From an optimization exercise on the open Yosys and OpenROAD flow, aimed at small area, a short achievable clock period and few clock cycles; shortcuts taken in it are not production practice. In this exercise RTL edits were held to simulation tests only and were not proved equivalent to the original. Power is estimated from default activity; no workload was simulated.

job 6005:
## core_top
module core_top (
    input  logic                    clk,
    input  logic                    rst,
    output logic [64-1:0]   pc,
    input  logic [32-1:0]   inst,
    output logic [64-1:0]   dmem_addr,
    output logic                    dmem_we,
    output logic [64-1:0]   dmem_wdata,
    output logic                    dmem_re,
    input  logic [64-1:0]   dmem_rdata,
    input  logic                    mem_stall,
    output logic                    commit_valid,
    output logic [64-1:0]   commit_pc,
    output logic [5-1:0] commit_rd,
    output logic                    commit_we,
    output logic [64-1:0]   commit_data
);
Size in the first run: about 9900 cells after synthesis, about 430 I/O pins.
==> flow/config.mk <==
export PLATFORM = sky130hd
export DESIGN_NAME = core_top
export DESIGN_NICKNAME = core_top
export VERILOG_FILES = /design/flow/design.v
export SDC_FILE = /design/flow/constraint.sdc
export NUM_CORES = 4
export LEC_CHECK = 0
export CAP_MARGIN = 20
export CORE_MARGIN = 2
export CORE_UTILIZATION = 46
export CTS_BUF_LIST = sky130_fd_sc_hd__clkbuf_8
export PLACE_DENSITY = 0.56
export SETUP_SLACK_MARGIN = 2.9
export SLEW_MARGIN = 20
export SYNTH_HIERARCHICAL = 1
==> flow/constraint.sdc <==
create_clock -name core_clock -period 6.5 [get_ports {clk}]
set_input_delay 1.3000 -clock core_clock [delete_from_list [all_inputs] [get_ports {clk}]]
set_output_delay 1.3000 -clock core_clock [all_outputs]
set_load 0.01 [all_outputs]
run.sh (not shown) runs the stock make flow with config.mk's settings and CLKGATE_MAP_FILE= SYNTH_SCRIPT=/design/flow/synth_recipe.tcl, a recipe that flattens the netlist after the stock synthesis.
Per the final summary, job 6005 finished and its layout is clean on timing, DRC and antenna.
Testbench counts of job 6005, summed over its fixed seeds: cycles 52,737.
Edits applied to the flow inputs when going from job 6005 to job 5438:
Settings: removing CTS_BUF_LIST (formerly sky130_fd_sc_hd__clkbuf_8); changing PLACE_DENSITY from 0.56 to 0.5; changing CORE_UTILIZATION from 46 to 40.
On job 5438: final worst-path setup slack is 0.12 ns higher than what job 6005 gave.
In job 5438, the count of cell instances traversed by the critical path came out 8 above the value in job 6005.
For job 6005, the slowest library cell on the worst path was sky130_fd_sc_hd__mux2_4, unlike job 5438, where it was sky130_fd_sc_hd__a21oi_4.
According to the power report, total power for job 5438 is higher than for job 6005.
Compared to job 6005, job 5438 has final cell count 552 higher.
### job 5438 -> job 4357
Settings: a change of PLACE_DENSITY from 0.5 to 0.56; a change of CORE_UTILIZATION from 40 to 46; an added CTS_BUF_LIST of sky130_fd_sc_hd__clkbuf_8; a change of SETUP_SLACK_MARGIN from 2.9 to 2.5.
--- outcome ---
- Count of TritonRoute iterations in the first routing pass up 1 in job 4357 wrt job 5438
- Job 4357 ended with more fraction of the cycle the final worst path needs than job 5438.
- Compared with job 5438, placement density in the core of job 4357 is higher.
- Sort job 4357 and job 5438 by register-to-register setup slack, ascending, and job 5438 comes first.
For job 6827, these inputs were changed with respect to job 4357:
Settings: SETUP_SLACK_MARGIN: 2.5 -> 2.4; CORE_UTILIZATION: 46 -> 40; CTS_BUF_LIST: sky130_fd_sc_hd__clkbuf_8 -> unset; PLACE_DENSITY: 0.56 -> 0.5.
Findings:
In summary, job 6827 completed successfully, with a layout that passed the timing, design-rule and antenna checks. Diff job 4357 -> job 6827 | area inside the core boundary | up by more than 10%. From job 4357 to job 6827 the numbers moved as follows: multi-input combinational area share shows a reduction of 0.21 points, non-clock buffer count shows a reduction of 73, worst-case setup margin in the final layout shows a reduction of 0.18 ns. Job 4357 fits on a die that is smaller than the die of job 6827. Of the two candidates, job 4357 has the better maximum frequency and job 6827 the worse one. Note that the cell internal power dissipation recorded for job 4357 amounts to 0.931 times the value seen in job 6827. [job 6827 vs job 4357] power dissipated in combinational cells: higher in job 6827. Per the comparison of job 6827 with job 4357, via count moved down, starting DRC count in detailed routing moved down.
## Diff of input files: job 9347 against job 6827
Settings: CTS_BUF_LIST newly set to sky130_fd_sc_hd__clkbuf_8; SETUP_SLACK_MARGIN changed from 2.4 to 2.9.
## What came out
First-pass GRT wire length in job 9347 is about 2.2% above job 6827.
Job 9347: total non-filler cell area in the finished layout 6300 um^2 above job 6827
Cmp job 6827 and job 9347 / power share of the combinational group / lower: job 6827
Input changes introduced in job 1764 (baseline for comparison: job 9347):
Settings: PLACE_DENSITY now 0.56, was 0.5; CORE_UTILIZATION now 46, was 40; SETUP_SLACK_MARGIN now 2.7, was 2.9.
Number of placed cells counting well taps shrinks by a few percent when moving from job 9347 to job 1764.
Re met2 wirelength from detailed routing: job 1764 and job 9347 aren't equal, and the lower value belongs to job 1764.
Fraction of power consumed by combinational cells was higher in the run labelled job 9347.
Comparing job 1764 and job 9347, the higher power is on job 9347.
Diff job 9347 -> job 1764: global-route usage rose by 3.8 points, share of power burned in the clock network rose by 0.8 points, final instance area fell by 3.3%.

* * *

core_top, a different RTL version from the one above (not shown whole).
Size in the first run: roughly 130000 um2 of cells after synthesis.
Settings: LEC_CHECK=0, CAP_MARGIN=20, CORE_MARGIN=2, CORE_UTILIZATION=35, PLACE_DENSITY=0.45, SETUP_SLACK_MARGIN=2.9, SLEW_MARGIN=20, SYNTH_HIERARCHICAL=1; clock period 6.5 ns.
Testbench counts at the start, summed over its fixed seeds: cycles 52,865.
Change:
Settings changed: SETUP_SLACK_MARGIN 2.9 to 3.2.
Outcome:
- fmax came out higher slightly
- worst setup slack improves by 28 ps
- wire length increases by a few percent
- design area went up by a few percent
- via count increases slightly
- non-clock buffer count grows by 193
- synthesized cell count is unchanged

* * *

main:
core_top with an RTL version that a note above also has.
Size: roughly 9900 cells after synthesis, ~430 I/O pins, about 120000 µm² of cells after synthesis.
==> flow/design.v (excerpt) <==
module core_top (
    input  logic                    clk,
    input  logic                    rst,
    output logic [64-1:0]   pc,
    input  logic [32-1:0]   inst,
    output logic [64-1:0]   dmem_addr,
    output logic                    dmem_we,
    output logic [64-1:0]   dmem_wdata,
    output logic                    dmem_re,
    input  logic [64-1:0]   dmem_rdata,
    input  logic                    mem_stall,
    output logic                    commit_valid,
    output logic [64-1:0]   commit_pc,
    output logic [5-1:0] commit_rd,
    output logic                    commit_we,
    output logic [64-1:0]   commit_data
);
    logic [6:0] opc;
    logic [2:0] f3;
    logic [6:0] f7;
    logic [4:0] rd, rs1, rs2;
    assign opc = inst[6:0];
    assign f3  = inst[14:12];
    assign f7  = inst[31:25];
    assign rd  = inst[11:7];
    assign rs1 = inst[19:15];
    assign rs2 = inst[24:20];
    logic is_op, is_opimm, is_load, is_store, is_bropc, is_jal;
    assign is_op    = (opc == 7'b0110011);
    assign is_opimm = (opc == 7'b0010011);
    assign is_load  = (opc == 7'b0000011);
    assign is_store = (opc == 7'b0100011);
    assign is_bropc = (opc == 7'b1100011);
    assign is_jal   = (opc == 7'b1101111);
    logic f7z, op_add, op_sub, op_and, op_or, op_xor, op_slt;
    assign f7z    = (f7 == 7'h00);
    assign op_add = is_op && f7z && (f3 == 3'b000);
    assign op_sub = is_op && (f7 == 7'h20) && (f3 == 3'b000);
    assign op_and = is_op && f7z && (f3 == 3'b111);
    assign op_or  = is_op && f7z && (f3 == 3'b110);
  ...
==> flow/config.mk <==
export PLATFORM = sky130hd
export DESIGN_NAME = core_top
export DESIGN_NICKNAME = core_top
export VERILOG_FILES = /design/flow/design.v
export SDC_FILE = /design/flow/constraint.sdc
export NUM_CORES = 4
export LEC_CHECK = 0
export CAP_MARGIN = 20
export CORE_MARGIN = 2
export CORE_UTILIZATION = 46
export PLACE_DENSITY = 0.56
export SETUP_SLACK_MARGIN = 2.9
export SLEW_MARGIN = 20
export SYNTH_HIERARCHICAL = 1
==> flow/constraint.sdc <==
create_clock -name core_clock -period 6.5 [get_ports {clk}]
set_input_delay 1.3000 -clock core_clock [delete_from_list [all_inputs] [get_ports {clk}]]
set_output_delay 1.3000 -clock core_clock [all_outputs]
set_load 0.01 [all_outputs]
Testbench counts of main, summed over its fixed seeds: cycles 52,737.
> inputs changed (main -> the feature branch)
Settings: an added CTS_BUF_LIST of sky130_fd_sc_hd__clkbuf_8; a change of SETUP_SLACK_MARGIN from 2.9 to 2.3.
### Flow results
Compared with main, the feature branch shows count of clock-buffer cells in the layout higher by about 30%.
In the feature branch, the final setup slack of the worst path came out 0.50 ns below the value in main.
Compared to main, the feature branch has cell count 1.0% lower.
Compared with main, the feature branch is the less power-hungry design.
The feature branch vs main, final instance area went down by 6.4%.
Compared with main, in the feature branch register share of total power rose by 3.4 points; clock latency reported for the late side of the worst-skew pair rose by 0.16 ns.

## port drivers added, routing unchanged
In the flow no input, the clock included, has a driving cell. The finished layouts below were timed again as built, in two steps.
Step 1 sets driving cells, clkbuf_16 on the clock port and buf_2 on the other inputs (assumed; they add their load-dependent delay and slew).
Step 2 also shifts input and output timing later by t, the mid clock arrival at the registers, as if the neighbouring blocks saw the same clock.
Three values: ideal ports, drivers, drivers and shift; two values: the first two.
run | t (ns) | setup slack, ns | cell pins on the clock port's net
job 6005 | 1.254 | 2.396 / 2.287 / 1.221 | 1
job 5438 | 1.039 | 2.511 / 2.419 / 1.380 | 1
job 4357 | 1.214 | 2.297 / 2.282 / 1.136 | 1
job 6827 | 1.016 | 2.115 / 2.118 / 1.102 | 1
job 9347 | 1.226 | 2.447 / 2.350 / 1.153 | 1
job 1764 | 1.230 | 2.468 / 2.371 / 1.157 | 1
the first run of note 2 | 1.062 | 2.587 / 2.232 / 1.170 | 1
the second run of note 2 | 1.062 | 2.615 / 2.197 / 1.134 | 1
main | 1.014 | 2.519 / 2.232 / 1.218 | 1
the feature branch | 1.154 | 2.017 / 2.015 / 0.861 | 1
After both steps setup and hold are still met in every run listed. For the second run of note 2, which loses most, drivers alone change the setup slack by -0.418 ns; drivers and shift together by -1.481 ns.
